What follows belongs to an exercise in optimizing a design on an open flow for a short achievable clock period; a production flow would make more cautious choices. Where RTL was checked, it was by simulation tests only, not by an equivalence proof against the original. Only the layout flow was run in runs 1 to 4; the RTL was not checked for function there. Power figures rest on the tool's default switching activity, not on a simulated workload.

==> design/flow/design.v <==
`timescale 1ns/1ns
`default_nettype none
package cf_pkg;
   localparam int num_slots   = 2;
   localparam int instr_w     = 32;
   localparam int addr_w      = 32;
   localparam int reg_addr_w  = 5;
   localparam int queue_depth = 4;
   localparam int ptr_w       = 3;    
   localparam int wb_delay    = 2;    
   typedef logic [instr_w-1:0]    instr_t;
   typedef logic [addr_w-1:0]     addr_t;
   typedef logic [reg_addr_w-1:0] reg_addr_t;
   typedef logic [2:0]            isize_t;    
   typedef struct packed {
      instr_t instr;
      addr_t  pc;
      addr_t  next_pc;
      logic   next_pc_valid;    
      logic   taken;
      isize_t isize;
   } cf_entry_t;
   typedef struct packed {
      logic      check;
      reg_addr_t rd;
      addr_t     link;    
   } link_job_t;
   function automatic logic is_branch(input instr_t instr);
      is_branch = instr[6:0] == 7'b1100011;
   endfunction
   function automatic logic is_jal(input instr_t instr);
      is_jal = instr[6:0] == 7'b1101111;
   endfunction
   function automatic logic is_jalr(input instr_t instr);
      is_jalr = instr[6:0] == 7'b1100111;
   endfunction
   function automatic logic is_cf(input instr_t instr);
      is_cf = (instr[6:0] == 7'b1100011) || (instr[6:0] == 7'b1101111) ||
              (instr[6:0] == 7'b1100111);
   endfunction
   function automatic reg_addr_t get_rd(input instr_t instr);
      get_rd = instr[11:7];
   endfunction
   function automatic addr_t dest_offset(input addr_t  pc,
                                         input addr_t  dest,
                                         input instr_t instr,
                                         input logic   taken,
                                         input isize_t isize);
      addr_t offset;
      offset = dest - pc;
      if ((instr[6:0] == 7'b1100011) && !taken)
         offset = offset - addr_t'(isize);
      dest_offset = offset;
   endfunction
endpackage
`default_nettype wire
`timescale 1ns/1ns
`default_nettype none
module cf_add_small #(
   parameter int low = 4
) (
   input  logic [31:0]    a,
   input  logic [low-1:0] b,
   output logic [31:0]    s
);
   logic [low:0] lo;
   assign lo       = {1'b0, a[low-1:0]} + {1'b0, b};
   assign s[low-1:0] = lo[low-1:0];
   for (genvar i = low; i < 32; i++) begin : g_up
      if (i == low) begin : g_first
         assign s[i] = a[i] ^ lo[low];
      end else begin : g_rest
         assign s[i] = a[i] ^ (lo[low] & (&a[i-1:low]));
      end
   end
endmodule
`default_nettype wire
`timescale 1ns/1ns
`default_nettype none
module cf_checker_top (
   input  logic                 clk,
   input  logic                 reset_,
   input  logic                 cf_enable,
   input  logic   [cf_pkg::num_slots:1] commit,
   input  cf_pkg::instr_t [cf_pkg::num_slots:1] slot_instr,
   input  cf_pkg::addr_t  [cf_pkg::num_slots:1] slot_pc,
   input  cf_pkg::isize_t [cf_pkg::num_slots:1] slot_isize,
   input  logic   [cf_pkg::num_slots:1] slot_taken,           
   input  logic   [cf_pkg::num_slots:1] slot_is_dup,
   input  logic   [cf_pkg::num_slots:1] slot_received_kill,
   input  logic                 dut_branch_taken,
   input  logic                 rf_write_en,
   input  cf_pkg::reg_addr_t            rf_write_rd,
   input  cf_pkg::addr_t                rf_write_data,
   output logic                 rf_lock,
   output logic                 rf_unlock,
   output logic                 check_done,
   output logic                 err_cf_dest,
   output logic                 err_no_orig,
   output logic                 err_link
);
   logic        cf1, cf2, c1, found, is_dup, any_commit;
   logic        push, save;
   logic [31:0] ev_instr, ev_pc;
   logic [2:0]  ev_isize;
   logic        ev_taken, ev_isbr, ev_islink;
   assign cf1 = (slot_instr[1][6:0] == 7'b1100011) || (slot_instr[1][6:0] == 7'b1101111) ||
                (slot_instr[1][6:0] == 7'b1100111);
   assign cf2 = (slot_instr[2][6:0] == 7'b1100011) || (slot_instr[2][6:0] == 7'b1101111) ||
                (slot_instr[2][6:0] == 7'b1100111);
   assign c1         = commit[1] && cf1;             
   assign found      = c1 || (commit[2] && cf2);
   assign is_dup     = c1 ? slot_is_dup[1] : slot_is_dup[2];
   assign any_commit = commit[1] || commit[2];
   assign push       = cf_enable && found && !is_dup;
   assign save       = cf_enable && found && is_dup;
   assign ev_instr = c1 ? slot_instr[1] : slot_instr[2];
   assign ev_pc    = c1 ? slot_pc[1]    : slot_pc[2];
   assign ev_isize = c1 ? slot_isize[1] : slot_isize[2];
   assign ev_taken = is_dup ? (dut_branch_taken || (c1 ? slot_received_kill[1]
                                                       : slot_received_kill[2]))
                            : (c1 ? slot_taken[1] : slot_taken[2]);
   assign ev_isbr    = ev_instr[6:0] == 7'b1100011;
   assign ev_islink  = (ev_instr[6:0] == 7'b1101111) || (ev_instr[6:0] == 7'b1100111);
   logic [31:0] q_instr [0:3];
   logic [31:0] q_g     [0:3];
   logic [31:0] q_npc   [0:3];
   logic        q_taken [0:3];
   logic [2:0]  cnt;
   logic        need_patch;      
   logic        held, empty, compare, pop, patch;
   logic [2:0]  wpos, ppos;
   logic [31:0] ev_g;
   assign empty   = cnt == 3'd0;
   assign compare = held && any_commit;
   assign pop     = compare && !empty;
   assign patch   = any_commit && need_patch;
   assign wpos    = cnt - {2'b00, pop};
   assign ppos    = cnt - 3'd1 - {2'b00, pop};
   logic [31:0] pcs1, pcs2;
   cf_add_small #(.low(3)) u_add_1 (.a(slot_pc[1]), .b(slot_isize[1]), .s(pcs1));
   cf_add_small #(.low(3)) u_add_2 (.a(slot_pc[2]), .b(slot_isize[2]), .s(pcs2));
   assign ev_g = (ev_isbr && !ev_taken) ? (c1 ? pcs1 : pcs2) : ev_pc;
   always_ff @(posedge clk) begin
      for (int i = 0; i < 4; i++) begin
         if (push && wpos == 3'(i)) begin
            q_instr[i] <= ev_instr;
            q_g[i]     <= ev_g;
            q_npc[i]   <= slot_pc[2];
            q_taken[i] <= ev_taken;
         end else begin
            if (pop && i < 3) begin
               q_instr[i] <= q_instr[i+1];
               q_g[i]     <= q_g[i+1];
               q_npc[i]   <= q_npc[i+1];
               q_taken[i] <= q_taken[i+1];
            end
            if (patch && ppos == 3'(i))
               q_npc[i] <= slot_pc[1];
         end
      end
   end
   always_ff @(posedge clk) begin
      if (!reset_) begin
         cnt        <= '0;
         need_patch <= 1'b0;
      end else begin
         cnt <= cnt + {2'b00, push} - {2'b00, pop};
         if (any_commit) need_patch <= push && !(c1 && commit[2]);
      end
   end
   logic [31:0] d_instr, d_g;
   logic        d_taken, d_isbr;
   always_ff @(posedge clk) begin
      if (!reset_)   held <= 1'b0;
      else if (save) held <= 1'b1;
      else if (compare) held <= 1'b0;
   end
   always_ff @(posedge clk) begin
      if (save) begin
         d_instr <= ev_instr;
         d_g     <= ev_g;
         d_taken <= ev_taken;
         d_isbr  <= ev_isbr;
      end
   end
   logic mism;    
   assign mism = (q_instr[0] != d_instr) || (d_isbr && (q_taken[0] != d_taken));
   logic [31:0] ps, pc2, px, cin_need, cout;
   logic [31:0] ok;
   assign ps  = q_npc[0] ^ ~q_g[0] ^ d_g;
   assign pc2 = {((q_npc[0] & ~q_g[0]) | (q_npc[0] & d_g) | (~q_g[0] & d_g)), 1'b1};
   assign px  = ps ^ pc2;
   assign cin_need = px ^ slot_pc[1];
   assign cout     = (ps & pc2) | (px & ~slot_pc[1]);
   assign ok[0]    = ~cin_need[0];
   for (genvar i = 1; i < 32; i++) begin : g_ok
      assign ok[i] = cin_need[i] == cout[i-1];
   end
   always_ff @(posedge clk) begin
      if (!reset_) begin
         check_done  <= 1'b0;
         err_no_orig <= 1'b0;
         err_cf_dest <= 1'b0;
      end else begin
         check_done  <= compare;
         err_no_orig <= compare && empty;
         err_cf_dest <= pop && (mism || !(&ok));
      end
   end
   logic        j0_v, j1_v;
   logic [4:0]  j0_rd, j1_rd;
   logic [31:0] j0_pc, j1_link;
   logic [2:0]  j0_isize;
   logic [31:0] j0_link;
   cf_add_small #(.low(3)) u_add_link (.a(j0_pc), .b(j0_isize), .s(j0_link));
   always_ff @(posedge clk) begin
      if (!reset_) begin
         j0_v <= 1'b0;
         j1_v <= 1'b0;
      end else begin
         j0_v <= (push || save) && ev_islink && (ev_instr[11:7] != 5'd0);
         j1_v <= j0_v;
      end
   end
   always_ff @(posedge clk) begin
      j0_rd    <= ev_instr[11:7];
      j0_pc    <= ev_pc;
      j0_isize <= ev_isize;
      j1_rd    <= j0_rd;
      j1_link  <= j0_link;
   end
   assign rf_lock   = j1_v && rf_write_en && (rf_write_rd != 5'd0);
   assign rf_unlock = rf_write_en && !rf_lock;
   always_ff @(posedge clk) begin
      if (!reset_)
         err_link <= 1'b0;
      else
         err_link <= j1_v && (!rf_write_en || (rf_write_rd != j1_rd) ||
                              (rf_write_data != j1_link));
   end
endmodule
`default_nettype wire
==> design/flow/flow/run.sh <==
#!/bin/bash
# Standard ORFS layout with faster port buffers and unrestricted timing repair.
# Each tool's full output stays in orfs/logs; this script's own log is flow_run.log.
set -uo pipefail
exec > flow_run.log 2>&1
bash standard.sh \
   BUFFER_PORTS_ARGS="-buffer_cell sky130_fd_sc_hd__buf_4" \
   MATCH_CELL_FOOTPRINT=0 \
   finish
==> design/flow/standard.sh <==
#!/bin/bash
# synth_recipe.tcl (not shown) runs the flow's synth.tcl, then flattens the netlist and writes it again
# the make line also repeats each setting of config.mk as NAME=value (left out here)
make -C /OpenROAD-flow-scripts/flow DESIGN_CONFIG=/design/flow/config.mk WORK_HOME=/design/flow/orfs CLKGATE_MAP_FILE= SYNTH_SCRIPT=/design/flow/synth_recipe.tcl "${@:-finish}"
==> design/flow/config.mk <==
export PLATFORM = sky130hd
export DESIGN_NAME = cf_checker_top
export DESIGN_NICKNAME = cf_checker_top
export VERILOG_FILES = /design/flow/design.v
export SDC_FILE = /design/flow/constraint.sdc
export NUM_CORES = 4
export LEC_CHECK = 0
export CAP_MARGIN = 20
export CORE_MARGIN = 2
export CORE_UTILIZATION = 40
export SETUP_SLACK_MARGIN = 5.0
export SLEW_MARGIN = 20
export TNS_END_PERCENT = 5
==> design/flow/constraint.sdc <==
create_clock -name core_clock -period 5.6 [get_ports {clk}]
set_input_delay 1.1200 -clock core_clock [delete_from_list [all_inputs] [get_ports {clk}]]
set_output_delay 1.1200 -clock core_clock [all_outputs]
set_load 0.01 [all_outputs]
==> summary.txt, run 1 <==
- Status: finished clean
- Clock tree from TritonCTS: done
- Final period util: between 50% and 60%
- DRT Pass-1 Iters: 6
- Clock root buffer: sky130_fd_sc_hd__clkbuf_16
- Syn nets: between 2000 and 3000
- Endpoint arrival time on the critical path: ~3800 ps
- Overall global routing resource usage: between 20% and 30%
- RePlAce Congestion: 0.9120
- Crit path time final: approximately 3300 ps
- Type of the setup path with the least slack: flop to flop
- Standard cell with the maximum stage delay on the critical path: sky130_fd_sc_hd__fa_1
- Max Cap Viol: 0
- Area delta synth->final: 25.83%
- Horizontal die dimension: around 260 um
- Count of fill cells added during filler insertion: 5758
- Count of endpoints failing setup in the final report: 0
- Buffers from clock root to sink, at most: 3
- Simple-gate portion of the synthesized area: between 10% and 20%
- LEAKAGE: 0.01330 uW
- Multiplexer share of the synthesized area: 7.066%
- Distinct cell type count of the synthesized netlist: between 70 and 80
- Area of the die: roughly 0.07 mm^2
- Number of input and output port buffers inserted: roughly 190
- Class of the tightest hold or removal check: flop to flop
- RSZ-0062 raised after global routing: yes
- Synthesized area per cell: 11.57 um^2
- Drt wl/cell: ~26 um
- Final Slew Violations: 0
- Detailed-route via count: approximately 20000
- Timing-limited maximum frequency: roughly 0.3 GHz
- Worst IR drop on VDD: approximately 0.24 mV
- CTS HTree Levels: 2
- Xor/xnor share of the synthesized area: 5.586%
- Post-detailed-placement half-perimeter wirelength: around 55000 um
- Critical Path, Cell by Cell: fa_1, inv_1, fa_1, xor2_2, nand4_1, nor4_4, nand4_1, nor3_1, a211oi_1
- Post-Synth Adder-Cell Area: between 5 and 6%
- Wire length of the first global-routing pass: ~120000 um
- Post-route clock skew: roughly 33 ps
- Area of the core region: between 0.06 and 0.07 mm^2
- Yosys warns: 5
- Number of instances on the worst hold path: 0
- Total DRC errors in the routed layout: 0
- Share of layout cells above drive strength 1: about a quarter
- Type of element capturing the critical path: flop
- Clock sink count: 542
- Number of DRC markers after the initial detailed-route iteration: between 2000 and 2500
- Synthesized flop and latch total: 542
- Register area share after synthesis: a little under three fifths
- Power density over the cells: ~260 mW/mm^2
- Placement row count: 95
- Netlist area before placement: 0.02697 mm^2
- Post-layout instance area: approximately 0.034 mm^2
- Final-stage net count: between 2000 and 3000
- Cell Area, Placed: approximately 0.029 mm^2
- Final hold violations: 0
- Setup TNS: 0 ps
- Crit path launch type: flop
- Number of global-route vias before repair: between 15000 and 20000
- Crit path max fanout: 1
- Final global-route overflow total: 0
- Mean number of vias per cell: about 5.7
- Required @ worst endpoint: roughly 6100 ps
- Final ANT Viol Nets: 0
- Detailed-route wire length: around 93000 um
- Number of synthesized flops with an enable pin: between 400 and 500
- Boundary pin count: between 150 and 200
- Slew at the pin closest to its max-slew limit: about 720 ps
- Clock transition at path regs: ~60 ps
- Critical path's largest stage delay: 560 ps
- Starting Density: about 40%
- Combinational family with the most area after synthesis: simple AND/OR/NAND/NOR gates
- Fraction of the mapped netlist area in compound gates: 8.180%
- TritonCTS Buffers: 56
- Vertical die dimension: between 200 and 300 um
- Pin count of the biggest net entering global routing: around 100
- Share of flip-flops with an asynchronous set or reset: 0%
- Insertion delay of the later-clocked pin in the worst-skew pair: between 600 and 700 ps
- Worst slew margin relative to its limit: roughly 52%
- Leading register cell type out of synthesis: sky130_fd_sc_hd__edfxtp_1
- Instance count of the mapped netlist: about 2300
- Antenna violations before repair: 2
- Number of cells on the worst reg-to-reg path: 9
state kept, by name, summed over array words and instances, names as in the netlist, 3 cells and up:
name and count:
q_g 128, q_instr 128, q_npc 128, d_g 32, d_instr 32, j0_pc 32
j1_link 32, j0_rd 5, j1_rd 5, q_taken 4, cnt 3, j0_isize 3
critical path, delay by kind of cell, from the launching register on:
family,cells,cell delay [ps]
compound gates,1,160
buf+inv,1,50
fa+ha+maj,2,1080
flops,1,420
xor+xnor,1,280
simple gates,4,1100
layout by cell type (no fill, tap or decap), drive strengths merged, types with 85 or more instances in the layout:
master / synthesis / routed
buf: 45 / 333
a21oi: 85 / 85
dfxtp: 88 / 88
clkbuf: 108 / 106
o21ai: 177 / 177
edfxtp: 454 / 454
mux2i: 142 / 142
xor2: 88 / 88
nor2: 112 / 112
inv: 175 / 175
nand2: 332 / 334
area by class of cell:
cell class	count	area (um^2)	share of cell area, %
Inverter	175	661.9	1.951
Tap cell	873	1092	3.219
Clock inverter	24	307.8	0.9070
Sequential cell	542	15390	45.37
Timing Repair Buffer	358	3724	10.97
Multi-Input combinational cell	1467	11080	32.65
Clock buffer	81	1669	4.919
Antenna cell	2	5.005	0.01475
worst paths after layout:
check | start | end | slack (ps)
worst max-delay path | d_g[22] | err_cf_dest | 2310
worst min-delay path | j0_rd[3] | j1_rd[3] | 330
worst max register to register | d_g[22] | err_cf_dest | 2310
worst min register to register | j0_rd[3] | j1_rd[3] | 330
layer usage:
layer	part of all wire [%]	global-route usage [%]	up-vias	wire, um
met5	0	0	-	0
met4	4.9	10.07	0	4572
met3	8.0	3.337	221	7465
met2	48	40.23	1045	44680
met1	39	31.36	10070	36460
li1	-	-	8756	-
cell families (layout without fill, tap and decap cells):
logic type / count (synthesis) / in the layout
other: 0 / 2
and+or+nand+nor: 663 / 670
adders and majority gates: 84 / 84
DFF: 542 / 542
xor gates and xnor gates: 172 / 172
buffers and inverters: 328 / 638
AOI/OAI and AO/OA: 356 / 356
muxes: 185 / 185
report_power, final:
part	internal, uW	total, uW	switching, uW	leakage, uW
clock	2310	3970	1660	0.000978
sequential	4370	4400	27.6	0.00482
combinational	235	584	349	0.00751
total	6920	8960	2040	0.0133
through the flow:
step / hold WS, ps / std cells / total power, uW / utilization [%] / worst slack [ps]
2_1_floorplan: 309.6 / 2330 / 4735 / - / 1622
3_3_place_gp: 322.2 / 3278 / 5005 / 43.92 / 1197
6_report: 330.3 / 3522 / 8957 / 50.71 / 2310
3_5_place_dp: 320.0 / 3278 / 5012 / 43.92 / 1137
4_1_cts: 334.8 / 3447 / 8963 / 48.63 / 2324
5_1_grt: 340.8 / 3521 / 9180 / 50.70 / 2290
cell usage after synthesis, types with 5 or more instances:
cell type / instances / area (um^2)
sky130_fd_sc_hd__buf_1: 16 / 60.06
sky130_fd_sc_hd__or2_2: 6 / 37.54
sky130_fd_sc_hd__o21ai_1: 8 / 40.04
sky130_fd_sc_hd__inv_1: 174 / 653.1
sky130_fd_sc_hd__nor2_1: 112 / 420.4
sky130_fd_sc_hd__a22oi_1: 5 / 37.54
sky130_fd_sc_hd__nand3_1: 38 / 190.2
sky130_fd_sc_hd__mux2_2: 42 / 473.0
sky130_fd_sc_hd__or3_1: 5 / 31.28
sky130_fd_sc_hd__and2_1: 15 / 93.84
sky130_fd_sc_hd__o22ai_1: 10 / 62.56
sky130_fd_sc_hd__and3_1: 7 / 43.79
sky130_fd_sc_hd__a2bb2oi_1: 6 / 52.55
sky130_fd_sc_hd__a21o_1: 7 / 52.55
sky130_fd_sc_hd__o21ai_0: 169 / 845.8
sky130_fd_sc_hd__nand2_1: 331 / 1242
sky130_fd_sc_hd__fa_1: 65 / 1301
sky130_fd_sc_hd__mux2i_1: 142 / 1421
sky130_fd_sc_hd__nor3_1: 19 / 95.09
sky130_fd_sc_hd__edfxtp_1: 454 / 13630
sky130_fd_sc_hd__nand4_1: 35 / 219.0
sky130_fd_sc_hd__xor2_1: 88 / 770.7
sky130_fd_sc_hd__ha_1: 19 / 237.7
sky130_fd_sc_hd__o221ai_1: 31 / 271.5
sky130_fd_sc_hd__o221ai_2: 9 / 135.1
sky130_fd_sc_hd__dfxtp_1: 88 / 1762
sky130_fd_sc_hd__buf_2: 27 / 135.1
sky130_fd_sc_hd__nand2b_1: 24 / 150.1
sky130_fd_sc_hd__nor4_1: 36 / 225.2
sky130_fd_sc_hd__xnor2_1: 84 / 735.7
sky130_fd_sc_hd__o211ai_1: 6 / 45.04
sky130_fd_sc_hd__clkbuf_1: 107 / 401.6
sky130_fd_sc_hd__a21oi_1: 83 / 415.4
what timing repair did:
action	4_1_cts	5_1_grt
hold buffers	0	0
pin swaps	26	16
gates resized for setup	114	103
buffers inserted	49	43
gates cloned	15	30
hold endpoints to repair	0	0
setup endpoints to repair	997	997
==> inputs of run 2 (changes only) <==
--- a/design/flow/design.v
+++ b/design/flow/design.v
@@ -138,8 +138,19 @@
    assign wpos    = cnt - {2'b00, pop};
    assign ppos    = cnt - 3'd1 - {2'b00, pop};
-   logic [31:0] pcs1, pcs2;
-   cf_add_small #(.low(3)) u_add_1 (.a(slot_pc[1]), .b(slot_isize[1]), .s(pcs1));
-   cf_add_small #(.low(3)) u_add_2 (.a(slot_pc[2]), .b(slot_isize[2]), .s(pcs2));
-   assign ev_g = (ev_isbr && !ev_taken) ? (c1 ? pcs1 : pcs2) : ev_pc;
+   logic [3:0]  lo1, lo2;
+   logic [31:3] inc1, inc2;
+   logic        fall, bump;
+   assign lo1 = {1'b0, slot_pc[1][2:0]} + {1'b0, slot_isize[1]};
+   assign lo2 = {1'b0, slot_pc[2][2:0]} + {1'b0, slot_isize[2]};
+   assign inc1[3] = ~slot_pc[1][3];
+   assign inc2[3] = ~slot_pc[2][3];
+   for (genvar i = 4; i < 32; i++) begin : g_inc
+      assign inc1[i] = slot_pc[1][i] ^ (&slot_pc[1][i-1:3]);
+      assign inc2[i] = slot_pc[2][i] ^ (&slot_pc[2][i-1:3]);
+   end
+   assign fall = ev_isbr && !ev_taken;
+   assign bump = fall && (c1 ? lo1[3] : lo2[3]);
+   assign ev_g[2:0]  = fall ? (c1 ? lo1[2:0] : lo2[2:0]) : ev_pc[2:0];
+   assign ev_g[31:3] = bump ? (c1 ? inc1 : inc2) : ev_pc[31:3];
    always_ff @(posedge clk) begin
       for (int i = 0; i < 4; i++) begin
@@ -198,15 +209,24 @@
       assign ok[i] = cin_need[i] == cout[i-1];
    end
+   logic e_mism, e_pop;
+   logic [1:0] e_off_ne;
    always_ff @(posedge clk) begin
       if (!reset_) begin
          check_done  <= 1'b0;
          err_no_orig <= 1'b0;
-         err_cf_dest <= 1'b0;
+         e_mism      <= 1'b0;
+         e_pop       <= 1'b0;
       end else begin
          check_done  <= compare;
          err_no_orig <= compare && empty;
-         err_cf_dest <= pop && (mism || !(&ok));
-      end
-   end
+         e_mism      <= pop && mism;
+         e_pop       <= pop;
+      end
+   end
+   always_ff @(posedge clk) begin
+      e_off_ne[0] <= !(&ok[15:0]);
+      e_off_ne[1] <= !(&ok[31:16]);
+   end
+   assign err_cf_dest = e_mism || (e_pop && (e_off_ne[0] || e_off_ne[1]));
    logic        j0_v, j1_v;
    logic [4:0]  j0_rd, j1_rd;
==> run 2 against run 1 <==
Hold slack worse by 10 ps. Sequential share of layout area grew 1.0 points. Routed wire length fell by 6.4%. Total power up 0.29%. Sequential power barely moved. Non-clock buffer count shrank 25. Combinational power down 9.2%.
==> summary.txt, run 2 <==
- Leading register cell type out of synthesis: sky130_fd_sc_hd__edfxtp_1
- Starting Density: 40.32% (about the same)
- Number of synthesized flops with an enable pin: 454 (unchanged)
- TritonCTS Buffers: 58 (+3.6%)
- Area delta synth->final: 25.99%
- Power density over the cells: 269.4 mW/mm^2 (+2.1%)
- Post-route clock skew: 17.25 ps (-16.09 ps)
- Area of the core region: 0.06563 mm^2 (-1.9%)
- Commonest cells after routing, fill and taps aside: sky130_fd_sc_hd__edfxtp_1, sky130_fd_sc_hd__nand2_1, sky130_fd_sc_hd__buf_4
- Detailed-route wire length: 87180 um (-6.4%)
- Biggest regs: q_g: 128 flops, q_instr: 128 flops, q_npc: 128 flops
- Synthesized area per cell: 11.39 um^2 (-1.6%)
- Most instantiated library cell after synthesis: sky130_fd_sc_hd__edfxtp_1
- Class of the tightest hold or removal check: flop to flop
- Most instantiated cells after synthesis: sky130_fd_sc_hd__edfxtp_1, sky130_fd_sc_hd__nand2_1, sky130_fd_sc_hd__inv_1
- Boundary pin count: 190 (unchanged)
- Dominant cell type by area after synthesis: sky130_fd_sc_hd__edfxtp_1
- Antenna violations before repair: 2 (unchanged)
- Distinct cell type count of the synthesized netlist: 58 (-22%)
- Detailed-route via count: 19130 (-4.8%)
- LEAKAGE: 0.01336 uW (+0.41%)
- Number of cells on the worst reg-to-reg path: 14 (+5)
- Clock tree from TritonCTS: done
- Slew at the pin closest to its max-slew limit: 849.6 ps (+130.3 ps)
- RSZ-0062 raised after global routing: yes
- Count of endpoints failing setup in the final report: 0 (unchanged)
- Vertical die dimension: 261.2 um (-0.92%)
- Number of global-route vias before repair: 18910 (-1.9%)
- Drt wl/cell: 24.92 um (-5.8%)
- Insertion delay of the later-clocked pin in the worst-skew pair: 640 ps (about the same)
- Final hold violations: 0 (unchanged)
- Type of element capturing the critical path: output port
- Synthesized flop and latch total: 545 (+0.55%)
- Worst reg2reg path endpoint: q_npc[0][10]
- Final ANT Viol Nets: 0 (unchanged)
- Critical path's largest stage delay: 360 ps (-200 ps)
- Standard cell with the maximum stage delay on the critical path: sky130_fd_sc_hd__or3_1
- Netlist area before placement: 0.02646 mm^2 (-1.9%)
- Crit path launch type: input pin
- Max Cap Viol: 0 (unchanged)
- Horizontal die dimension: 261.2 um (-0.92%)
- Buffers from clock root to sink, at most: 3 (unchanged)
- Util after Layout: 50.80% (+0.097 points)
- Placement row count: 94 (-1.1%)
- Endpoint arrival time on the critical path: 2120 ps (-1640 ps)
- Status: finished clean
- Share of layout cells above drive strength 1: 21.32% (-2.3 points)
- Yosys warns: 5 (unchanged)
- Instance count of the mapped netlist: 2323 (-0.30%)
- Number of input and output port buffers inserted: 189 (unchanged)
- Type of the setup path with the least slack: input pin to output port
- Wire length of the first global-routing pass: 123100 um (-1.1%)
- Number of DRC markers after the initial detailed-route iteration: 2141 (unchanged)
- CTS HTree Levels: 2 (unchanged)
- Syn nets: 2599 (+0.038%)
- Area of the die: 0.06823 mm^2 (-1.8%)
- Number of instances on the worst hold path: 0 (unchanged)
- Most frequent standard cell in the layout excluding fill and tap cells: sky130_fd_sc_hd__edfxtp_1
- Final-stage net count: 2857 (-0.38%)
- DRT Pass-1 Iters: 5 (-1)
- Clock transition at path regs: 70 ps (about the same)
- Timing-limited maximum frequency: 0.3088 GHz (+1.6%)
- RePlAce Congestion: 0.8571 (-6.0%)
- Clock sink count: 545 (+0.55%)
- Setup TNS: 0 ps (unchanged)
- Clock root buffer: sky130_fd_sc_hd__clkbuf_16
- Required @ worst endpoint: 4480 ps (-1590 ps)
- Share of the synthesized area in the top cell type: 51.52% (+0.96 points)
- Reg2reg start: cnt[1]
- Post-detailed-placement half-perimeter wirelength: 48260 um (-12%)
- Final period util: 57.82% (-0.92 points)
- Worst IR drop on VDD: 0.2188 mV (-8.8%)
- Main area contributors after synthesis: sky130_fd_sc_hd__edfxtp_1, sky130_fd_sc_hd__dfxtp_1, sky130_fd_sc_hd__nand2_1
- Crit path time final: 3238 ps (-51.56 ps)
- Pin count of the biggest net entering global routing: 83 (-20%)
- Final global-route overflow total: 0 (unchanged)
- Overall global routing resource usage: 24.59% (+0.57 points)
- Crit path max fanout: 2 (+1)
- Total DRC errors in the routed layout: 0 (unchanged)
- Mean number of vias per cell: 5.469 (-4.1%)
- Worst slew margin relative to its limit: 42.76% (-9.3 points)
- Final Slew Violations: 0 (unchanged)
- Min-Delay Endpoint: j1_rd[1]
- Critical Path, Cell by Cell: buf_6, or3_1, o311a_1, nor2b_1, buf_4
- Register-to-Register Setup Slack: 2480 ps (+170 ps)
- Share of flip-flops with an asynchronous set or reset: 0% (unchanged)
- Register area share after synthesis: 58.40% (+1.3 points)
- Launch instance of the worst min-delay path: j0_rd[1]
[run 2: changes by cell type after synthesis, moves of 19 or more]
cell                       delta
sky130_fd_sc_hd__nand2_1     +69
sky130_fd_sc_hd__a21oi_1     +28
sky130_fd_sc_hd__buf_2       -19
sky130_fd_sc_hd__clkbuf_1    +22
sky130_fd_sc_hd__mux2_2      -24
sky130_fd_sc_hd__o221ai_1    -19
[run 2: layout make-up]
| type | count | area, um^2 |
|---|---|---|
| tap | 864 | 1081 |
| inverter | 169 | 659.4 |
| fill | 5632 | 32290 |
| multi-input combinational | 1474 | 10630 |
| sequential | 545 | 15460 |
| clock inverter | 23 | 312.8 |
| clock buffer | 87 | 1667 |
| antenna | 3 | 7.507 |
| timing repair buffer | 333 | 3526 |
[run 2: worst max-delay path by stage]
stage / start / end / slack (ps) / depth (start not counted)
2_1_floorplan: commit[2] / q_npc[2][0] / 1440 / 12
3_3_place_gp: commit[2] / q_npc[0][28] / 1040 / 11
3_5_place_dp: commit[2] / q_npc[0][21] / 940 / 11
4_1_cts: rf_write_rd[0] / rf_unlock / 2330 / 5
5_1_grt: rf_write_rd[0] / rf_unlock / 2300 / 5
6_report: rf_write_rd[0] / rf_unlock / 2360 / 5
[run 2: through the flow]
| step | cells | power, uW | cell area (um^2) | setup WS (ps) | hold WS, ps |
|---|---|---|---|---|---|
| 2_1_floorplan | 2323 | 4735 | 26630 | 1436 | 309.6 |
| 3_3_place_gp | 3257 | 4983 | 28850 | 1039 | 318.8 |
| 3_5_place_dp | 3257 | 4991 | 28850 | 943.5 | 316.4 |
| 4_1_cts | 3455 | 9010 | 32480 | 2332 | 318.9 |
| 5_1_grt | 3496 | 9224 | 33340 | 2297 | 323.8 |
| 6_report | 3498 | 8983 | 33340 | 2362 | 320.2 |
[run 2: worst max-delay path: cells and delay by family]
| kind | cells | cell delay [ps] |
|---|---|---|
| AND/OR/NAND/NOR | 2 | 480 |
| AO/OA/AOI/OAI | 1 | 310 |
| buffers and inverters | 2 | 220 |
[run 2: timing repair]
action                                  CTS  global route
pin swaps                                36            24
hold buffers                              0             0
buffers inserted                         59            28
setup endpoints to repair              1000          1000
gates resized for setup                 127            80
gates cloned                             29            12
endpoints found under the hold margin     0             0
[run 2: kinds of logic after synthesis]
logic type | count (synthesis) | share of synthesized area (%)
XOR/XNOR | 187 | 6.189
multiplexers | 160 | 6.274
AND/OR/NAND/NOR | 715 | 12.12
flip-flops | 545 | 58.40
AO/OA/AOI/OAI | 307 | 6.227
buffers and inverters | 317 | 4.596
adder cells (fa/ha/maj) | 92 | 6.194
[run 2: metal layers]
metal  track usage, %  up-vias  wire length [um]
met3            4.472      184              8364
met1            33.30     9459             34780
met5                0        -                 0
met2            39.40      971             40600
li1                 -     8517                 -
met4            9.533        0              3429
[run 2: where the power goes]
part / internal (uW) / switching, uW / leakage (uW)
combinational: 223 / 307 / 0.00754
clock: 2350 / 1680 / 0.000971
sequential: 4390 / 31.8 / 0.00484
==> inputs of run 3 (changes only) <==
--- a/design/flow/config.mk
+++ b/design/flow/config.mk
@@ -9,5 +9,5 @@
 export CORE_MARGIN = 2
 export CORE_UTILIZATION = 40
-export SETUP_SLACK_MARGIN = 5.0
+export SETUP_SLACK_MARGIN = 3.0
 export SLEW_MARGIN = 20
 export TNS_END_PERCENT = 5
==> run 3 against run 2 <==
Critical path depth stayed put. Routed wire length is 0.56% lower. Clock skew is 1.0 ps lower. Via count is 0.45% lower. Register-to-register slack better by 30 ps. Still clean on timing, DRC and antenna. Final area is 0.33% lower. Utilization is 0.17 points lower. Die area stayed put. Worst setup slack worse by 26 ps. Synthesized area stayed put.
==> summary.txt, run 3 <==
- Status: finished clean
- Crit path max fanout: 2 (unchanged)
- Final-stage net count: 2852 (-0.18%)
- Type of the setup path with the least slack: input pin to output port
- RSZ-0062 raised after global routing: yes
- Power density over the cells: 270.5 mW/mm^2 (+0.40%)
- Class of the tightest hold or removal check: flop to flop
- Critical path's largest stage delay: 360 ps (about the same)
- Distinct cell type count of the synthesized netlist: 58 (unchanged)
- TritonCTS Buffers: 58 (unchanged)
- Count of endpoints failing setup in the final report: 0 (unchanged)
- Mean number of vias per cell: 5.454 (-0.28%)
- Final Slew Violations: 0 (unchanged)
- Number of global-route vias before repair: 18900 (-0.048%)
- Netlist area before placement: 0.02646 mm^2 (unchanged)
- Detailed-route wire length: 86700 um (-0.56%)
- Instance count of the mapped netlist: 2323 (unchanged)
- Starting Density: 40.32% (unchanged)
- Max Cap Viol: 0 (unchanged)
- Post-route clock skew: 16.23 ps (-1.016 ps)
- Synthesized area per cell: 11.39 um^2 (unchanged)
- Horizontal die dimension: 261.2 um (unchanged)
- Area of the core region: 0.06563 mm^2 (unchanged)
- Worst IR drop on VDD: 0.2200 mV (+0.53%)
- Share of layout cells above drive strength 1: 20.98% (-0.34 points)
- Most frequent standard cell in the layout excluding fill and tap cells: sky130_fd_sc_hd__edfxtp_1
- Endpoint arrival time on the critical path: 2140 ps (+20 ps)
- Antenna violations before repair: 1 (-1)
- Clock transition at path regs: 60 ps (about the same)
- Area of the die: 0.06823 mm^2 (unchanged)
- Number of input and output port buffers inserted: 189 (unchanged)
- Share of flip-flops with an asynchronous set or reset: 0% (unchanged)
- Number of buffers inserted by hold repair at cts: 0 (unchanged)
- Most instantiated library cell after synthesis: sky130_fd_sc_hd__edfxtp_1
- Placed Cells: 3257 (unchanged)
- Post-route total power: 8989 uW (about the same)
- Register-to-Register Setup Slack: 2510 ps (+30 ps)
- Main area contributors after synthesis: sky130_fd_sc_hd__edfxtp_1, sky130_fd_sc_hd__dfxtp_1, sky130_fd_sc_hd__nand2_1
- Clock tree from TritonCTS: done
- Biggest regs: q_g: 128 flops, q_instr: 128 flops, q_npc: 128 flops
- Yosys warns: 5 (unchanged)
- RePlAce Congestion: 0.8571 (unchanged)
- Pin count of the biggest net entering global routing: 83 (unchanged)
- Total DRC errors in the routed layout: 0 (unchanged)
- Slew at the pin closest to its max-slew limit: 811.2 ps (-38.40 ps)
- Synthesized flop and latch total: 545 (unchanged)
- Most instantiated cells after synthesis: sky130_fd_sc_hd__edfxtp_1, sky130_fd_sc_hd__nand2_1, sky130_fd_sc_hd__inv_1
- Required @ worst endpoint: 4480 ps (about the same)
- CTS HTree Levels: 2 (unchanged)
- Drt wl/cell: 24.83 um (-0.39%)
- Standard cell with the maximum stage delay on the critical path: sky130_fd_sc_hd__or3_1
- Number of DRC markers after the initial detailed-route iteration: 2060 (-3.8%)
- Critical Path, Cell by Cell: buf_4, or3_1, o311a_1, nor2b_1, buf_4
- Clock root buffer: sky130_fd_sc_hd__clkbuf_16
- Crit path launch type: input pin
- Overall global routing resource usage: 24.56% (-0.036 points)
- Buffers from clock root to sink, at most: 3 (unchanged)
- Leading register cell type out of synthesis: sky130_fd_sc_hd__edfxtp_1
- Syn nets: 2599 (unchanged)
- Cell Count, Final, Fillers Out: 3492 (-0.17%)
- Worst slew margin relative to its limit: 45.35% (+2.6 points)
- DRT Pass-1 Iters: 5 (unchanged)
- Number of synthesized flops with an enable pin: 454 (unchanged)
- Final ANT Viol Nets: 0 (unchanged)
- LEAKAGE: 0.01331 uW (-0.38%)
- Vertical die dimension: 261.2 um (unchanged)
- Crit path time final: 3264 ps (+25.86 ps)
- Final period util: 58.28% (+0.46 points)
- Setup TNS: 0 ps (unchanged)
- Share of the synthesized area in the top cell type: 51.52% (unchanged)
- Boundary pin count: 190 (unchanged)
- Clock sink count: 545 (unchanged)
- Wire length of the first global-routing pass: 123000 um (-0.10%)
- Post-detailed-placement half-perimeter wirelength: 48260 um (unchanged)
- Most used cell along the critical path: sky130_fd_sc_hd__buf_4
- Register area share after synthesis: 58.40% (unchanged)
- Insertion delay of the later-clocked pin in the worst-skew pair: 640 ps (about the same)
- Detailed-route via count: 19050 (-0.45%)
- Placement row count: 94 (unchanged)
- Type of element capturing the critical path: output port
- Final hold violations: 0 (unchanged)
- Final global-route overflow total: 0 (unchanged)
- Timing-limited maximum frequency: 0.3064 GHz (-0.79%)
- Commonest cells after routing, fill and taps aside: sky130_fd_sc_hd__edfxtp_1, sky130_fd_sc_hd__nand2_1, sky130_fd_sc_hd__buf_4
- Dominant cell type by area after synthesis: sky130_fd_sc_hd__edfxtp_1
- Area delta synth->final: 25.57%
run 3: critical path, delay by kind of cell:
kind | cells | cell delay (ps)
AND/OR/NAND/NOR | 2 | 480
AO/OA/AOI/OAI | 1 | 310
buffers and inverters | 2 | 240
run 3: cell families (layout without fill, tap and decap cells):
| family | count (synthesis) | after routing | synth area share (%) |
|---|---|---|---|
| and+or+nand+nor | 715 | 728 | 12.12 |
| muxes | 160 | 160 | 6.274 |
| adders and majority gates | 92 | 92 | 6.194 |
| buffers and inverters | 317 | 607 | 4.596 |
| DFF | 545 | 545 | 58.40 |
| AOI/OAI and AO/OA | 307 | 307 | 6.227 |
| xor gates and xnor gates | 187 | 187 | 6.189 |
| other | 0 | 2 | 0 |
run 3: final timing paths:
kind,start,to,cells after the start
min,j0_rd[1],j1_rd[1],0
min reg2reg,j0_rd[1],j1_rd[1],0
max reg2reg,cnt[1],q_npc[2][27],14
max,rf_write_rd[0],rf_unlock,5
run 3: routing by layer:
layer | routed length, um | track usage, % | vias to the layer above
met5 | 0 | 0 | -
met4 | 3057 | 9.312 | 0
met3 | 7853 | 4.452 | 162
met2 | 40810 | 39.56 | 932
met1 | 34970 | 33.14 | 9437
li1 | - | - | 8514
run 3: power breakdown:
group | switching (uW) | internal (uW) | total, uW
clock | 1690 | 2350 | 4030
sequential | 31.7 | 4390 | 4430
combinational | 307 | 222 | 529
total | 2030 | 6960 | 8990
run 3: repair_timing:
action / in CTS / in global routing
setup endpoints to repair: 805 / 847
buffers inserted: 59 / 26
pin swaps: 36 / 21
gates resized for setup: 127 / 71
cloned: 27 / 11
run 3: final cells by class:
class | count | area (um^2)
clock inverter | 23 | 312.8
multi-input combinational | 1474 | 10600
tap | 864 | 1081
inverter | 169 | 659.4
antenna | 2 | 5.005
timing repair buffer | 328 | 3442
fill | 5657 | 32400
sequential | 545 | 15460
clock buffer | 87 | 1667
run 3: stage by stage:
step	area, um^2	setup WS, ps	hold WS, ps	utilization [%]
after global placement	28850	1039	318.8	43.96
after floorplan	26630	1436	309.6	-
after detailed placement	28850	943.5	316.4	43.96
final	33230	2336	321.6	50.63
after CTS	32440	2332	318.9	49.43
after global routing	33230	2273	323.8	50.63
==> inputs of run 4 (changes only) <==
--- a/design/flow/design.v
+++ b/design/flow/design.v
@@ -127,15 +127,21 @@
    logic [31:0] q_npc   [0:3];
    logic        q_taken [0:3];
-   logic [2:0]  cnt;
+   logic [4:0]  occ;             
    logic        need_patch;      
    logic        held, empty, compare, pop, patch;
-   logic [2:0]  wpos, ppos;
+   logic [3:0]  wsel, psel;      
    logic [31:0] ev_g;
-   assign empty   = cnt == 3'd0;
+   assign empty   = occ[0];
    assign compare = held && any_commit;
    assign pop     = compare && !empty;
    assign patch   = any_commit && need_patch;
-   assign wpos    = cnt - {2'b00, pop};
-   assign ppos    = cnt - 3'd1 - {2'b00, pop};
+   for (genvar i = 0; i < 4; i++) begin : g_sel
+      assign wsel[i] = push  && (pop ? occ[i+1] : occ[i]);
+      if (i < 3) begin : g_p
+         assign psel[i] = patch && (pop ? occ[i+2] : occ[i+1]);
+      end else begin : g_p3
+         assign psel[i] = patch && !pop && occ[4];
+      end
+   end
    logic [3:0]  lo1, lo2;
    logic [31:3] inc1, inc2;
@@ -155,5 +161,5 @@
    always_ff @(posedge clk) begin
       for (int i = 0; i < 4; i++) begin
-         if (push && wpos == 3'(i)) begin
+         if (wsel[i]) begin
             q_instr[i] <= ev_instr;
             q_g[i]     <= ev_g;
@@ -167,5 +173,5 @@
                q_taken[i] <= q_taken[i+1];
             end
-            if (patch && ppos == 3'(i))
+            if (psel[i])
                q_npc[i] <= slot_pc[1];
          end
@@ -174,8 +180,9 @@
    always_ff @(posedge clk) begin
       if (!reset_) begin
-         cnt        <= '0;
+         occ        <= 5'b00001;
          need_patch <= 1'b0;
       end else begin
-         cnt <= cnt + {2'b00, push} - {2'b00, pop};
+         if (push && !pop)      occ <= {occ[3:0], 1'b0};
+         else if (pop && !push) occ <= {1'b0, occ[4:1]};
          if (any_commit) need_patch <= push && !(c1 && commit[2]);
       end
--- a/design/flow/config.mk
+++ b/design/flow/config.mk
@@ -9,5 +9,5 @@
 export CORE_MARGIN = 2
 export CORE_UTILIZATION = 40
-export SETUP_SLACK_MARGIN = 3.0
+export SETUP_SLACK_MARGIN = 5.0
 export SLEW_MARGIN = 20
 export TNS_END_PERCENT = 5
==> run 4 against run 3 <==
Worst setup slack improved by 0.57 ps. Largest power group unchanged. Clock-buffer cell count shrank 9. Total power increased by 0.84%. Global-route usage down 2.0 points. Hold slack improved by 8.5 ps. Critical endpoint unchanged. Synthesized cell count decreased by 4.9%. Still clean on timing, DRC and antenna. Fmax hardly changed.
==> summary.txt, run 4 <==
- RePlAce Congestion: 0.8661 (+1.1%)
- Insertion delay of the later-clocked pin in the worst-skew pair: 660 ps (+20 ps)
- Number of instances on the worst hold path: 0 (unchanged)
- Reg2reg start: held
- Dominant cell type by area after synthesis: sky130_fd_sc_hd__edfxtp_1
- Detailed-route wire length: 81750 um (-5.7%)
- Most frequent standard cell in the layout excluding fill and tap cells: sky130_fd_sc_hd__edfxtp_1
- Clock transition at path regs: 50 ps (about the same)
- Worst slew margin relative to its limit: 42.44% (-2.9 points)
- Share of the synthesized area in the top cell type: 50.98% (-0.54 points)
- Setup TNS: 0 ps (unchanged)
- Antenna violations before repair: 2 (+1)
- Synthesized area per cell: 12.11 um^2 (+6.3%)
- Timing-limited maximum frequency: 0.3064 GHz (about the same)
- Total DRC errors in the routed layout: 0 (unchanged)
- Netlist area before placement: 0.02674 mm^2 (+1.0%)
- Pin count of the biggest net entering global routing: 90 (+8.4%)
- Crit path time final: 3263 ps (-0.5700 ps)
- Power density over the cells: 270.8 mW/mm^2 (+0.11%)
- Number of buffers inserted by hold repair at cts: 0 (unchanged)
- Final period util: 58.27% (about the same)
- CTS HTree Levels: 2 (unchanged)
- Share of layout cells above drive strength 1: 24.94% (+4.0 points)
- Drt wl/cell: 24.22 um (-2.4%)
- Count of endpoints failing setup in the final report: 0 (unchanged)
- Syn nets: 2479 (-4.6%)
- DRT Pass-1 Iters: 5 (unchanged)
- Final-stage net count: 2730 (-4.3%)
- Crit path max fanout: 2 (unchanged)
- Number of input and output port buffers inserted: 189 (unchanged)
- Number of DRC markers after the initial detailed-route iteration: 1871 (-9.2%)
- Post-route clock skew: 39.58 ps (+23.35 ps)
- Launch instance of the worst min-delay path: j0_rd[2]
- Most instantiated library cell after synthesis: sky130_fd_sc_hd__edfxtp_1
- Required @ worst endpoint: 4480 ps (about the same)
- Count of buffering cells on the critical path with inverters included: 2 (unchanged)
- TritonCTS Buffers: 60 (+3.4%)
- Placement Setup Slack: 1086 ps (+142.1 ps)
- Clock root buffer: sky130_fd_sc_hd__clkbuf_16
- Mean number of vias per cell: 5.457 (about the same)
- Final hold violations: 0 (unchanged)
- Boundary pin count: 190 (unchanged)
- Final Slew Violations: 0 (unchanged)
- Yosys warns: 5 (unchanged)
- Combined area of the multi-input logic cells: 0.01114 mm^2 (+5.1%)
- Slew at the pin closest to its max-slew limit: 861.6 ps (+50.38 ps)
- Synthesized flop and latch total: 547 (+0.37%)
- Worst IR drop on VDD: 0.2287 mV (+4.0%)
- Post-layout instance area: 0.03347 mm^2 (+0.73%)
- Max Cap Viol: 0 (unchanged)
- Wire length of the first global-routing pass: 116100 um (-5.6%)
- Number of synthesized flops with an enable pin: 454 (unchanged)
- Final ANT Viol Nets: 0 (unchanged)
- Crit path launch type: input pin
- Register-to-Register Setup Slack: 2910 ps (+400 ps)
- Leading register cell type out of synthesis: sky130_fd_sc_hd__edfxtp_1
- Setup ws final: 2337 ps (+0.5700 ps)
- Number of cells on the worst reg-to-reg path: 8 (-6)
- Final global-route overflow total: 0 (unchanged)
- Main area contributors after synthesis: sky130_fd_sc_hd__edfxtp_1, sky130_fd_sc_hd__dfxtp_1, sky130_fd_sc_hd__mux2i_1
- Clock sink count: 547 (+0.37%)
- Endpoint arrival time on the critical path: 2140 ps (about the same)
- Min-Delay Endpoint: j1_rd[2]
- CP delay by family, top: simple AND/OR/NAND/NOR gates
- Type of the setup path with the least slack: input pin to output port
- Clock tree from TritonCTS: done
- Cell Area, Placed: 0.02910 mm^2 (+0.89%)
- LEAKAGE: 0.01264 uW (-5.0%)
- Critical path's largest stage delay: 360 ps (about the same)
- Type of element capturing the critical path: output port
- Register area share after synthesis: 57.94% (-0.46 points)
- Starting Density: 40.53% (+0.21 points)
- Commonest cells after routing, fill and taps aside: sky130_fd_sc_hd__edfxtp_1, sky130_fd_sc_hd__nand2_1, sky130_fd_sc_hd__buf_4
- Area of the core region: 0.06598 mm^2 (+0.54%)
- Share of flip-flops with an asynchronous set or reset: 0% (unchanged)
- Area of the die: 0.06894 mm^2 (+1.0%)
- Overall global routing resource usage: 22.51% (-2.0 points)
- Instance count of the mapped netlist: 2209 (-4.9%)
- Util after Layout: 50.73% (+0.099 points)
- Class of the tightest hold or removal check: flop to flop
- Worst reg2reg path endpoint: q_npc[2][2]
- Horizontal die dimension: 262.6 um (+0.51%)
- RSZ-0062 raised after global routing: yes
- Most instantiated cells after synthesis: sky130_fd_sc_hd__edfxtp_1, sky130_fd_sc_hd__nand2_1, sky130_fd_sc_hd__o21ai_0
- Buffers from clock root to sink, at most: 3 (unchanged)
- Standard cell with the maximum stage delay on the critical path: sky130_fd_sc_hd__or3_1
- Biggest regs: q_g: 128 flops, q_instr: 128 flops, q_npc: 128 flops
- Placement row count: 94 (unchanged)
- Vertical die dimension: 262.6 um (+0.51%)
- Count of fill cells added during filler insertion: 5593 (-1.1%)
- Area taken by flip-flops and latches: 0.01549 mm^2 (+0.23%)
- Detailed-route via count: 18420 (-3.3%)
- Distinct cell type count of the synthesized netlist: 54 (-6.9%)
- Area delta synth->final: 25.18%
- Number of global-route vias before repair: 18090 (-4.3%)
- Critical Path, Cell by Cell: buf_6, or3_1, o311a_1, nor2b_1, buf_4
- Status: finished clean
- Post-detailed-placement half-perimeter wirelength: 47680 um (-1.2%)
[run 4: changes by cell type in the layout (fill, tap and decap cells not counted), sizes merged, moves of 12 or more]
| cell | change |
|---|---|
| nor2 | -69 |
| clkinv | +13 |
| mux2 | +78 |
| nand2 | -101 |
| nand4 | +14 |
| clkbuf | -18 |
| nor4 | +26 |
| o221ai | -12 |
| o21ai | +29 |
| xor2 | -14 |
| mux2i | +17 |
| a21oi | -66 |
[run 4: how the worst max path moves through the flow]
stage / start / endpoint / depth (start not counted)
after floorplan: slot_instr[4] / d_g[0] / 5
after global placement: slot_instr[4] / q_g[0][31] / 9
after detailed placement: commit[2] / q_g[1][31] / 7
after CTS: rf_write_rd[0] / rf_unlock / 5
after global routing: rf_write_rd[0] / rf_unlock / 5
final: rf_write_rd[0] / rf_unlock / 5
[run 4: cells by family after synthesis]
family	Yosys count	synth area share, %
adder cells (fa/ha/maj)	86	5.820
XOR/XNOR	180	5.895
AO/OA/AOI/OAI	267	5.301
buffers and inverters	299	4.445
flip-flops	547	57.94
AND/OR/NAND/NOR	578	10.69
multiplexers	252	9.910
[run 4: repair_timing]
item,CTS,global route
resized for setup,84,165
setup endpoints to repair,1002,1002
pin swaps,10,52
endpoints found under the hold margin,0,0
gates cloned,15,7
buffers inserted,39,51
[run 4: final cells by class]
type	count	area share, %
Inverter	160	1.929
Clock inverter	34	1.058
Clock buffer	78	4.904
Multi-Input combinational cell	1369	33.28
Timing Repair Buffer	321	9.266
Sequential cell	547	46.29
Timing Repair inverter	1	0.03364
Tap cell	864	3.229
Antenna cell	1	0.007476
[run 4: routing by layer]
metal	GRT usage (%)	vias up	wire length, um
li1	-	8280	-
met3	4.910	172	7036
met2	35.26	861	37780
met4	9.056	0	3232
met1	30.45	9106	33710
met5	0	-	0
[run 4: per-stage QoR]
| stage | hold WS (ps) | cells | power [uW] |
|---|---|---|---|
| after floorplan | 309.6 | 2209 | 4764 |
| after global placement | 316.1 | 3149 | 5025 |
| after detailed placement | 316.1 | 3150 | 5032 |
| after CTS | 330.5 | 3316 | 9021 |
| after global routing | 333.0 | 3374 | 9321 |
| final | 330.1 | 3375 | 9065 |
[run 4: power by group]
part | switching (uW) | total [uW] | internal (uW)
clock | 1710 | 3970 | 2270
sequential | 29.1 | 4440 | 4410
combinational | 378 | 653 | 275
total | 2110 | 9060 | 6950
[run 4: worst reg2reg max path, stage by stage (launching register included)]
cell and delay [ps]:
sky130_fd_sc_hd__dfxtp_1 350, sky130_fd_sc_hd__o21a_4 160, sky130_fd_sc_hd__nor2b_4 240, sky130_fd_sc_hd__clkinv_4 230
sky130_fd_sc_hd__nor2_1 240, sky130_fd_sc_hd__a21oi_4 80, sky130_fd_sc_hd__nor2_4 110, sky130_fd_sc_hd__buf_4 380
sky130_fd_sc_hd__or3_4 510
==> inputs of run 5 (changes only) <==
--- a/design/flow/design.v
+++ b/design/flow/design.v
@@ -74,4 +74,14 @@
       end
    end
+endmodule
+`default_nettype wire
+`default_nettype none
+module cf_rd_zero (
+   input  logic [4:0] rd,
+   output logic       z_lo,
+   output logic       z_hi
+);
+   assign z_lo = rd[2:0] == 3'd0;
+   assign z_hi = rd[4:3] == 2'd0;
 endmodule
 `default_nettype wire
@@ -258,5 +268,7 @@
       j1_link  <= j0_link;
    end
-   assign rf_lock   = j1_v && rf_write_en && (rf_write_rd != 5'd0);
+   logic rd_z_lo, rd_z_hi;
+   cf_rd_zero u_rd_zero (.rd(rf_write_rd), .z_lo(rd_z_lo), .z_hi(rd_z_hi));
+   assign rf_lock   = j1_v && rf_write_en && !(rd_z_lo && rd_z_hi);
    assign rf_unlock = rf_write_en && !rf_lock;
    always_ff @(posedge clk) begin
--- a/design/flow/config.mk
+++ b/design/flow/config.mk
@@ -11,3 +11,5 @@
 export SETUP_SLACK_MARGIN = 5.0
 export SLEW_MARGIN = 20
+export SYNTH_HIERARCHICAL = 1
+export SYNTH_MINIMUM_KEEP_SIZE = 0
 export TNS_END_PERCENT = 5
==> run 5 against run 4 <==
Global-route usage rose by 1.3 points. Fmax rose by 9.9%. Hold slack got worse by 0.67 ps. Critical path type is now input pin to flop. Clock skew fell by 6.9 ps. Total power rose by 1.1%. Worst setup slack improved by 290 ps. Die area rose by 1.8%. Largest cell class unchanged. Clock-buffer cell count rose by 6. Final cell count rose by 5.1%. Flip-flop and latch count did not move. Utilization rose by 1.2 points.
==> summary.txt, run 5 <==
- Fraction of met1 tracks used by global routing: 32.44% (+2.0 points)
- RePlAce Congestion: 0.8651 (-0.12%)
- Status: finished clean
- Detailed-route wire length: 87180 um (+6.6%)
- Most instantiated library cell after synthesis: sky130_fd_sc_hd__edfxtp_1
- Clock transition at path regs: 60 ps (about the same)
- Yosys warns: 11 (+6)
- Netlist area before placement: 0.02722 mm^2 (+1.8%)
- Critical Path, Cell by Cell: buf_6, nand4b_4, nor4_4, buf_6, o221ai_4, buf_6, o41a_1, a211oi_2, a21oi_1
- Cell internal power dissipation: 7120 uW (+2.4%)
- Synthesized area per cell: 11.61 um^2 (-4.1%)
- Overall global routing resource usage: 23.83% (+1.3 points)
- Net switching share of the total power: 22.31% (-1.0 points)
- LEAKAGE: 0.01295 uW (+2.4%)
- Cell Area, Placed: 0.02956 mm^2 (+1.6%)
- Final hold violations: 0 (unchanged)
- Number of DRC markers after the initial detailed-route iteration: 2123 (+13%)
- Share of flip-flops with an asynchronous set or reset: 0% (unchanged)
- Vertical die dimension: 264.9 um (+0.87%)
- Worst slew margin relative to its limit: 34.19% (-8.3 points)
- Area of the core region: 0.06728 mm^2 (+2.0%)
- Endpoint arrival time on the critical path: 3320 ps (+1180 ps)
- Power share of the clock group: 44.2% (+0.4 points)
- Clock tree from TritonCTS: done
- Tightest hold margin: 329.5 ps (-0.6700 ps)
- Commonest cells after routing, fill and taps aside: sky130_fd_sc_hd__edfxtp_1, sky130_fd_sc_hd__nand2_1, sky130_fd_sc_hd__buf_4
- Class of the tightest hold or removal check: flop to flop
- Biggest regs: q_g: 128 flops, q_instr: 128 flops, q_npc: 128 flops
- Final period util: 53.04% (-5.2 points)
- Most frequent standard cell in the layout excluding fill and tap cells: sky130_fd_sc_hd__edfxtp_1
- Number of global-route vias before repair: 19950 (+10%)
- Synthesized flop and latch total: 547 (unchanged)
- Horizontal die dimension: 264.9 um (+0.87%)
- Main area contributors after synthesis: sky130_fd_sc_hd__edfxtp_1, sky130_fd_sc_hd__dfxtp_1, sky130_fd_sc_hd__nand2_1
- GR Layer Usage met3: 4.162% (-0.75 points)
- Instance count of the mapped netlist: 2345 (+6.2%)
- Worst IR drop on VDD: 0.2038 mV (-11%)
- Setup ws final: 2630 ps (+293.0 ps)
- Detailed-route via count: 20200 (+9.7%)
- Clock sink count: 547 (unchanged)
- Final Slew Violations: 0 (unchanged)
- Boundary pin count: 190 (unchanged)
- Starting Density: 40.46% (-0.074 points)
- Register area share after synthesis: 56.93% (-1.0 points)
- DRT Pass-1 Iters: 6 (+1)
- Timing-limited maximum frequency: 0.3367 GHz (+9.9%)
- Met2 GRT Util: 38.33% (+3.1 points)
- Placement Setup Slack: 1165 ps (+79.72 ps)
- Busiest layer in global routing: met2
- Syn nets: 2615 (+5.5%)
- Slew at the pin closest to its max-slew limit: 987.2 ps (+125.6 ps)
- Critical path's largest stage delay: 540 ps (+180 ps)
- Number of synthesized flops with an enable pin: 454 (unchanged)
- Max Cap Viol: 0 (unchanged)
- Sequential share of power: 48.4% (-0.6 points)
- Crit path launch type: input pin
- Post-detailed-placement half-perimeter wirelength: 50570 um (+6.1%)
- Type of the setup path with the least slack: input pin to flop
- Final ANT Viol Nets: 0 (unchanged)
- Most used cell along the critical path: sky130_fd_sc_hd__buf_6
- Net switching power: 2044 uW (-3.3%)
- Insertion delay of the later-clocked pin in the worst-skew pair: 620 ps (-40 ps)
- Distinct cell type count of the synthesized netlist: 74 (+37%)
- Type of element capturing the critical path: flop
- Required @ worst endpoint: 5950 ps (+1470 ps)
- Util after Layout: 51.97% (+1.2 points)
- Antenna violations before repair: 6 (+4)
- Leading register cell type out of synthesis: sky130_fd_sc_hd__edfxtp_1
- Post-layout instance area: 0.03496 mm^2 (+4.4%)
- Crit path time final: 2970 ps (-293.0 ps)
- RSZ-0062 raised after global routing: yes
- Buffers from clock root to sink, at most: 3 (unchanged)
- Share of layout cells above drive strength 1: 27.02% (+2.1 points)
- Final global-route overflow total: 0 (unchanged)
- Post-route clock skew: 32.71 ps (-6.872 ps)
- Final-stage net count: 2895 (+6.0%)
- TritonCTS Buffers: 58 (-3.3%)
- Crit path max fanout: 5 (+3)
- Number of input and output port buffers inserted: 189 (unchanged)
- Count of endpoints failing setup in the final report: 0 (unchanged)
- Count of fill cells added during filler insertion: 5699 (+1.9%)
- Share of power burned in combinational logic: 7.3% (about the same)
- Pin count of the biggest net entering global routing: 71 (-21%)
- CTS HTree Levels: 2 (unchanged)
- Setup TNS: 0 ps (unchanged)
- Wire length of the first global-routing pass: 126300 um (+8.8%)
- Area delta synth->final: 28.46%
- Number of buffers inserted by hold repair at cts: 0 (unchanged)
- Area of the die: 0.07015 mm^2 (+1.8%)
- Most instantiated cells after synthesis: sky130_fd_sc_hd__edfxtp_1, sky130_fd_sc_hd__nand2_1, sky130_fd_sc_hd__o21ai_0
- Mean number of vias per cell: 5.693 (+4.3%)
- Drt wl/cell: 24.57 um (+1.4%)
- Standard cell with the maximum stage delay on the critical path: sky130_fd_sc_hd__o41a_1
- Power density over the cells: 262.1 mW/mm^2 (-3.2%)
- Total DRC errors in the routed layout: 0 (unchanged)
- Clock root buffer: sky130_fd_sc_hd__clkbuf_16
- Share of the synthesized area in the top cell type: 50.09% (-0.89 points)
- Dominant cell type by area after synthesis: sky130_fd_sc_hd__edfxtp_1
- Placement row count: 95 (+1.1%)
-- run 5: cell types whose count changed after synthesis, sizes merged, moves of 27 or more --
| cell | before | now |
|---|---|---|
| a21oi | 45 | 13 |
| mux2 | 96 | 42 |
| nand2 | 304 | 381 |
| o31a | 1 | 33 |
| o31ai | 3 | 70 |
| xnor2 | 103 | 76 |
-- run 5: worst paths after layout --
check	slack [ps]	start	cells after the start	endpoint
worst min register to register	330	j0_rd[0]	0	j1_rd[0]
worst max register to register	2850	d_g[27]	6	e_off_ne[1]
worst min-delay path	330	j0_rd[0]	0	j1_rd[0]
worst max-delay path	2630	slot_instr[4]	9	q_g[3][30]
-- run 5: cells by family after synthesis --
family	count (synthesis)	synth area share (%)
compound gates	370	8.472
flops	547	56.93
xor+xnor	138	4.468
buf+inv	314	4.740
mux	181	6.850
fa+ha+maj	86	5.719
simple gates	709	12.82
-- run 5: what timing repair did --
action,4_1_cts,5_1_grt
pin swaps,89,48
cloned,29,11
buffers inserted,81,32
endpoints found under the setup margin,1002,1002
gates resized for setup,261,125
-- run 5: Yosys stat by module (local to each module, per instance), excerpt --
module	cells	copies in the design
cf_checker_top	2260	1
cf_rd_zero	2	1
-- run 5: cell type report --
| type | count | area [um^2] | share of cell area (%) |
|---|---|---|---|
| Sequential cell | 547 | 15490 | 44.32 |
| Timing Repair Buffer | 362 | 3700 | 10.58 |
| Multi-Input combinational cell | 1498 | 12060 | 34.48 |
| Inverter | 158 | 596.8 | 1.707 |
| Tap cell | 873 | 1092 | 3.124 |
| Antenna cell | 3 | 7.507 | 0.02147 |
| Clock buffer | 84 | 1740 | 4.978 |
| Clock inverter | 23 | 275.3 | 0.7873 |
-- run 5: stage by stage --
| step | total power, uW | instances |
|---|---|---|
| global placement | 5050 | 3285 |
| detailed placement | 5059 | 3285 |
| CTS | 9166 | 3502 |
| floorplan | 4775 | 2345 |
| finish | 9164 | 3548 |
| global route | 9408 | 3548 |
-- run 5: metal layers --
layer / wire (um) / vias to the layer above
li1: - / 8926
met3: 7431 / 215
met5: 10 / -
met2: 41090 / 1018
met4: 3326 / 2
met1: 35330 / 10040
-- run 5: worst max-delay path, delay by kind of cell --
kind | cells | cell delay [ps]
buffers and inverters | 3 | 480
and+or+nand+nor | 2 | 620
AOI/OAI and AO/OA | 4 | 1080
-- run 5: power groups by stage --
stage	Combinational (uW)	Sequential [uW]	Clock, uW
floorplan	261	4510	0
global placement	526	4520	0
detailed placement	535	4520	0
CTS	624	4440	4100
global route	712	4440	4250
finish	673	4440	4050

==> re-timing with driven ports <==
How much do the figures lean on ideal ports? The routed layouts below were timed once more, with nothing changed but the port constraints.
Step 1 assumes that a clkbuf_16 drives the clock port and a buf_2 every other input.
Step 2, shift: input delay + t, output delay - t, t = (earliest + latest rising clock arrival at the registers) / 2. This alone moves slack from input paths to output paths.
Slacks: no drivers / after step 1 / after step 2; pairs: no drivers / after step 1.
run | t, ns | slack for setup (ns) | hold WS [ns] | worst setup path at the end | cell pins on the clock port's net
run 1 | 0.693 | 2.310 / 2.298 / 1.668 | 0.330 / 0.330 / 0.330 | input to register | 1
run 2 | 0.698 | 2.362 / 2.327 / 1.717 | 0.320 / 0.320 / 0.320 | input to register | 1
run 3 | 0.698 | 2.336 / 2.311 / 1.765 | 0.322 / 0.322 / 0.322 | input to register | 1
run 4 | 0.698 | 2.337 / 2.297 / 1.796 | 0.330 / 0.330 / 0.330 | input to register | 1
run 5 | 0.675 | 2.630 / 2.631 / 1.956 | 0.329 / 0.329 / 0.329 | input to register | 1
After both steps setup and hold are still met in every run listed. The setup slack of run 5, which loses most, moves by +0.001 ns with the drivers and by -0.674 ns with both steps.
